What follows belongs to an exercise in optimizing a design on an open flow for small area and a short achievable clock period; a production flow would make more cautious choices. Only simulation tests tie the RTL to the original design; equivalence was not proved.

==> flow/design.v <==
package noc_pkg;
	localparam int num_nodes = 8;
	localparam int node_w = $clog2(num_nodes);
	localparam int num_ports = 3;
	localparam int num_vcs = 2;
	localparam int vc_w = $clog2(num_vcs);
	localparam int vc_depth = 2;
	localparam int flit_data_w = 15;
	localparam int flit_w = 2 + vc_w + flit_data_w;
	localparam int kind_lsb = vc_w + flit_data_w;
	localparam int vc_lsb = flit_data_w;
	localparam logic [1:0] port_anticlockwise = 2'd0;
	localparam logic [1:0] port_clockwise = 2'd1;
	localparam logic [1:0] port_across = 2'd2;
	localparam logic [1:0] port_local = 2'd3;
	localparam logic [1:0] kind_tail = 2'b00;
	localparam logic [1:0] kind_head = 2'b01;
	localparam logic [1:0] kind_body = 2'b10;
	localparam logic [1:0] kind_header = 2'b11;
	function automatic logic [1:0] route_dir(input logic [2:0] dest,
		input logic [2:0] cur);
		logic [2:0] d;
		d = dest - cur;
		case (d)
			3'd0: route_dir = port_local;
			3'd1, 3'd2: route_dir = port_clockwise;
			3'd6, 3'd7: route_dir = port_anticlockwise;
			default: route_dir = port_across;
		endcase
	endfunction
endpackage
`timescale 1ns/100ps
module spidergon_node #(
	parameter logic [noc_pkg::node_w-1:0] node_id = 0
) (
	input logic clk,
	input logic reset,
	input logic [noc_pkg::flit_w-1:0] in_flit_across,
	input logic [noc_pkg::flit_w-1:0] in_flit_clockwise,
	input logic [noc_pkg::flit_w-1:0] in_flit_anticlockwise,
	input logic [noc_pkg::num_ports-1:0] in_valid,
	output logic [noc_pkg::num_ports*noc_pkg::num_vcs-1:0] vc_free,
	output logic [noc_pkg::num_ports*noc_pkg::num_vcs-1:0] vc_full,
	output logic [noc_pkg::flit_w-1:0] out_flit_across,
	output logic [noc_pkg::flit_w-1:0] out_flit_clockwise,
	output logic [noc_pkg::flit_w-1:0] out_flit_anticlockwise,
	output logic [noc_pkg::num_ports-1:0] out_valid,
	input logic [noc_pkg::num_ports*noc_pkg::num_vcs-1:0] adj_vc_free,
	input logic [noc_pkg::num_ports*noc_pkg::num_vcs-1:0] adj_vc_full,
	output logic [noc_pkg::flit_w-1:0] eject_flit,
	output logic eject_valid
);
	localparam int nb = 6;
	localparam int sw = 17;
	logic [2:0][noc_pkg::flit_w-1:0] in_f;
	assign in_f[0] = in_flit_anticlockwise;
	assign in_f[1] = in_flit_clockwise;
	assign in_f[2] = in_flit_across;
	logic [nb-1:0][sw-1:0] mem0, mem1;
	logic [nb-1:0] rd;        
	logic [nb-1:0] ne;        
	logic [nb-1:0] full;
	logic [nb-1:0] free;      
	logic [nb-1:0][1:0] ldir;
	logic [nb-1:0] wr_en;
	logic [nb-1:0] deq;
	logic [nb-1:0][1:0] fk;   
	logic [nb-1:0][2:0] fdest;
	logic [nb-1:0] head;      
	logic [nb-1:0][1:0] dir;
	logic [nb-1:0][sw-1:0] back;
	logic [3:0][nb-1:0] sel_q;
	logic [3:0][nb-1:0] lk;
	logic [3:0][nb-1:1] mask;
	logic [3:0][nb-1:0] req;
	logic [3:0][nb-1:0] grant;
	for (genvar b = 0; b < nb; b++)
	begin : g_buf
		localparam int p = b / 2;
		localparam int v = b % 2;
		logic [sw-1:0] fr;
		assign wr_en[b] = in_valid[p] && (in_f[p][15] == v) && !full[b];
		assign fr = rd[b] ? mem1[b] : mem0[b];
		assign back[b] = rd[b] ? mem0[b] : mem1[b];
		assign fk[b] = fr[16:15];
		assign fdest[b] = fr[14:12];
		assign head[b] = fk[b][0];
		assign dir[b] = head[b] ? noc_pkg::route_dir(fdest[b], node_id) : ldir[b];
		always_ff @(posedge clk)
		begin
			if (wr_en[b] && !(rd[b] ^ ne[b]))
				mem0[b] <= {in_f[p][17:16], in_f[p][14:0]};
			if (wr_en[b] && (rd[b] ^ ne[b]))
				mem1[b] <= {in_f[p][17:16], in_f[p][14:0]};
		end
		always_ff @(posedge clk)
		begin
			if (reset)
			begin
				rd[b] <= 1'b0;
				ne[b] <= 1'b0;
				full[b] <= 1'b0;
				free[b] <= 1'b1;
				ldir[b] <= noc_pkg::port_local;
			end
			else
			begin
				rd[b] <= rd[b] ^ deq[b];
				ne[b] <= wr_en[b] || (ne[b] && !(deq[b] && !full[b]));
				full[b] <= full[b] ? !deq[b] : (ne[b] && wr_en[b] && !deq[b]);
				if (wr_en[b] && in_f[p][16])
					free[b] <= 1'b0;
				else if (deq[b] && (fk[b][1] == fk[b][0]))
					free[b] <= 1'b1;
				if (ne[b] && fk[b] == noc_pkg::kind_head)
					ldir[b] <= dir[b];
			end
		end
		assign deq[b] = grant[0][b] | grant[1][b] | grant[2][b] | grant[3][b];
	end
	assign vc_free = free;
	assign vc_full = full;
	for (genvar o = 0; o < 4; o++)
	begin : g_out
		logic [nb-1:0] hi;
				logic [nb-1:1] kill;
		logic [sw-1:0] of;
		for (genvar b = 0; b < nb; b++)
		begin : g_req
			logic ok_lock;
			logic ok_flow;
			assign ok_lock = !(|lk[o]) || lk[o][b];
			if (o == 3)
				assign ok_flow = 1'b1;
			else
				assign ok_flow = !adj_vc_full[o*2 + b%2] && (!head[b] || adj_vc_free[o*2 + b%2]);
			assign req[o][b] = ne[b] && (dir[b] == o) && ok_lock && ok_flow;
		end
		assign hi = req[o] & {mask[o], 1'b0};
		for (genvar b = 0; b < nb; b++)
		begin : g_grant
			if (b == 0)
				assign grant[o][b] = req[o][b] && !(|hi);
			else
				assign grant[o][b] = req[o][b] && (mask[o][b] ? !(|hi[b-1:0]) :
					!(|hi) && !(|req[o][b-1:0]));
			if (b > 0)
				assign kill[b] = |grant[o][b-1:0];
		end
		always_ff @(posedge clk)
		begin
			if (reset)
			begin
				sel_q[o] <= '0;
				lk[o] <= '0;
				mask[o] <= '0;
			end
			else
			begin
				sel_q[o] <= grant[o];
				for (int b = 0; b < nb; b++)
				begin
					if (grant[o][b])
						lk[o][b] <= (fk[b] == noc_pkg::kind_head) ||
							(fk[b] != noc_pkg::kind_tail && lk[o][b]);
				end
				if (|req[o])
					mask[o] <= kill[nb-1:1];
			end
		end
		always_comb
		begin
			of = '0;
			for (int b = 0; b < nb; b++)
				if (sel_q[o][b])
					of = of | back[b];
		end
		assign g_out_flit[o] = {of[16:15], sel_q[o][1] | sel_q[o][3] | sel_q[o][5], of[14:0]};
		assign g_out_valid[o] = |sel_q[o];
	end
	logic [3:0][noc_pkg::flit_w-1:0] g_out_flit;
	logic [3:0] g_out_valid;
	assign out_flit_anticlockwise = g_out_flit[0];
	assign out_flit_clockwise = g_out_flit[1];
	assign out_flit_across = g_out_flit[2];
	assign eject_flit = g_out_flit[3];
	assign out_valid = g_out_valid[2:0];
	assign eject_valid = g_out_valid[3];
endmodule
==> flow/config.mk <==
export PLATFORM = sky130hd
export DESIGN_NAME = spidergon_node
export DESIGN_NICKNAME = spidergon_node
export VERILOG_FILES = /design/flow/design.v
export SDC_FILE = /design/flow/constraint.sdc
export NUM_CORES = 4
export LEC_CHECK = 0
export CAP_MARGIN = 20
export CORE_MARGIN = 2
export CORE_UTILIZATION = 40
export SETUP_SLACK_MARGIN = 3.5
export SLEW_MARGIN = 20
==> flow/constraint.sdc <==
create_clock -name core_clock -period 6.0 [get_ports {clk}]
set_input_delay 1.2000 -clock core_clock [delete_from_list [all_inputs] [get_ports {clk}]]
set_output_delay 1.2000 -clock core_clock [all_outputs]
set_load 0.01 [all_outputs]
run.sh (not shown) runs the stock make flow with config.mk's settings and CLKGATE_MAP_FILE= SYNTH_SCRIPT=/design/flow/synth_recipe.tcl, a recipe that flattens the netlist after the stock synthesis.
The first run completed without violations.
Change:
--- a/flow/design.v
+++ b/flow/design.v
@@ -111,9 +111,9 @@
 				if (wr_en[b] && in_f[p][16])
 					free[b] <= 1'b0;
 				else if (deq[b] && (fk[b][1] == fk[b][0]))
 					free[b] <= 1'b1;
-				if (ne[b] && fk[b] == noc_pkg::kind_head)
+				if (deq[b] && fk[b] == noc_pkg::kind_head)
 					ldir[b] <= dir[b];
 			end
 		end
 		assign deq[b] = grant[0][b] | grant[1][b] | grant[2][b] | grant[3][b];
@@ -122,9 +122,10 @@
 	assign vc_full = full;
 	for (genvar o = 0; o < 4; o++)
 	begin : g_out
 		logic [nb-1:0] hi;
-				logic [nb-1:1] kill;
+		logic [nb-1:0] sel;
+		logic [nb-1:0] kill;
 		logic [sw-1:0] of;
 		for (genvar b = 0; b < nb; b++)
 		begin : g_req
 			logic ok_lock;
@@ -136,18 +137,15 @@
 				assign ok_flow = !adj_vc_full[o*2 + b%2] && (!head[b] || adj_vc_free[o*2 + b%2]);
 			assign req[o][b] = ne[b] && (dir[b] == o) && ok_lock && ok_flow;
 		end
 		assign hi = req[o] & {mask[o], 1'b0};
-		for (genvar b = 0; b < nb; b++)
-		begin : g_grant
-			if (b == 0)
-				assign grant[o][b] = req[o][b] && !(|hi);
-			else
-				assign grant[o][b] = req[o][b] && (mask[o][b] ? !(|hi[b-1:0]) :
-					!(|hi) && !(|req[o][b-1:0]));
-			if (b > 0)
-				assign kill[b] = |grant[o][b-1:0];
+		assign sel = (|hi) ? hi : req[o];
+		assign kill[0] = 1'b0;
+		for (genvar b = 1; b < nb; b++)
+		begin : g_kill
+			assign kill[b] = kill[b-1] | sel[b-1];
 		end
+		assign grant[o] = sel & ~kill;
 		always_ff @(posedge clk)
 		begin
 			if (reset)
 			begin
Effect:
- The changed run completed without violations
- via count is lower slightly
- cell area is lower slightly
- critical path depth is higher by 1
- die area is higher slightly
- clock-buffer cell count is lower by 6
- global-route usage is lower by 0.98 points
- final cell count is higher slightly
- non-clock buffer count is higher by 24
- worst setup slack degrades by 0.17 ns

## re-timing with driven ports
The results above use ideal ports. As a check the final layouts listed here were re-extracted and re-timed, cells and wires unchanged. Step 1, drivers: a clkbuf_16 drives clk and a buf_2 each remaining input, both assumed. Step 2 adds t to the input delays and takes it off the output delays; t is the mean of the earliest and latest rising clock arrival at the registers after step 1. Input paths then give back, and output paths get back, about the clock's delay inside the block. Three values: ideal ports, drivers, drivers and shift; two values: the first two.
run	t, ns	setup WS [ns]	hold WS [ns]
the first run	0.591	2.712 / 2.700 / 2.222	0.478 / 0.478 / 0.478
the second run	0.609	2.542 / 2.542 / 2.021	0.465 / 0.465 / 0.465
After both steps setup and hold are still met in every run listed. For the second run, which loses most, drivers alone change the setup slack by 0.000 ns; drivers and shift together by -0.521 ns.
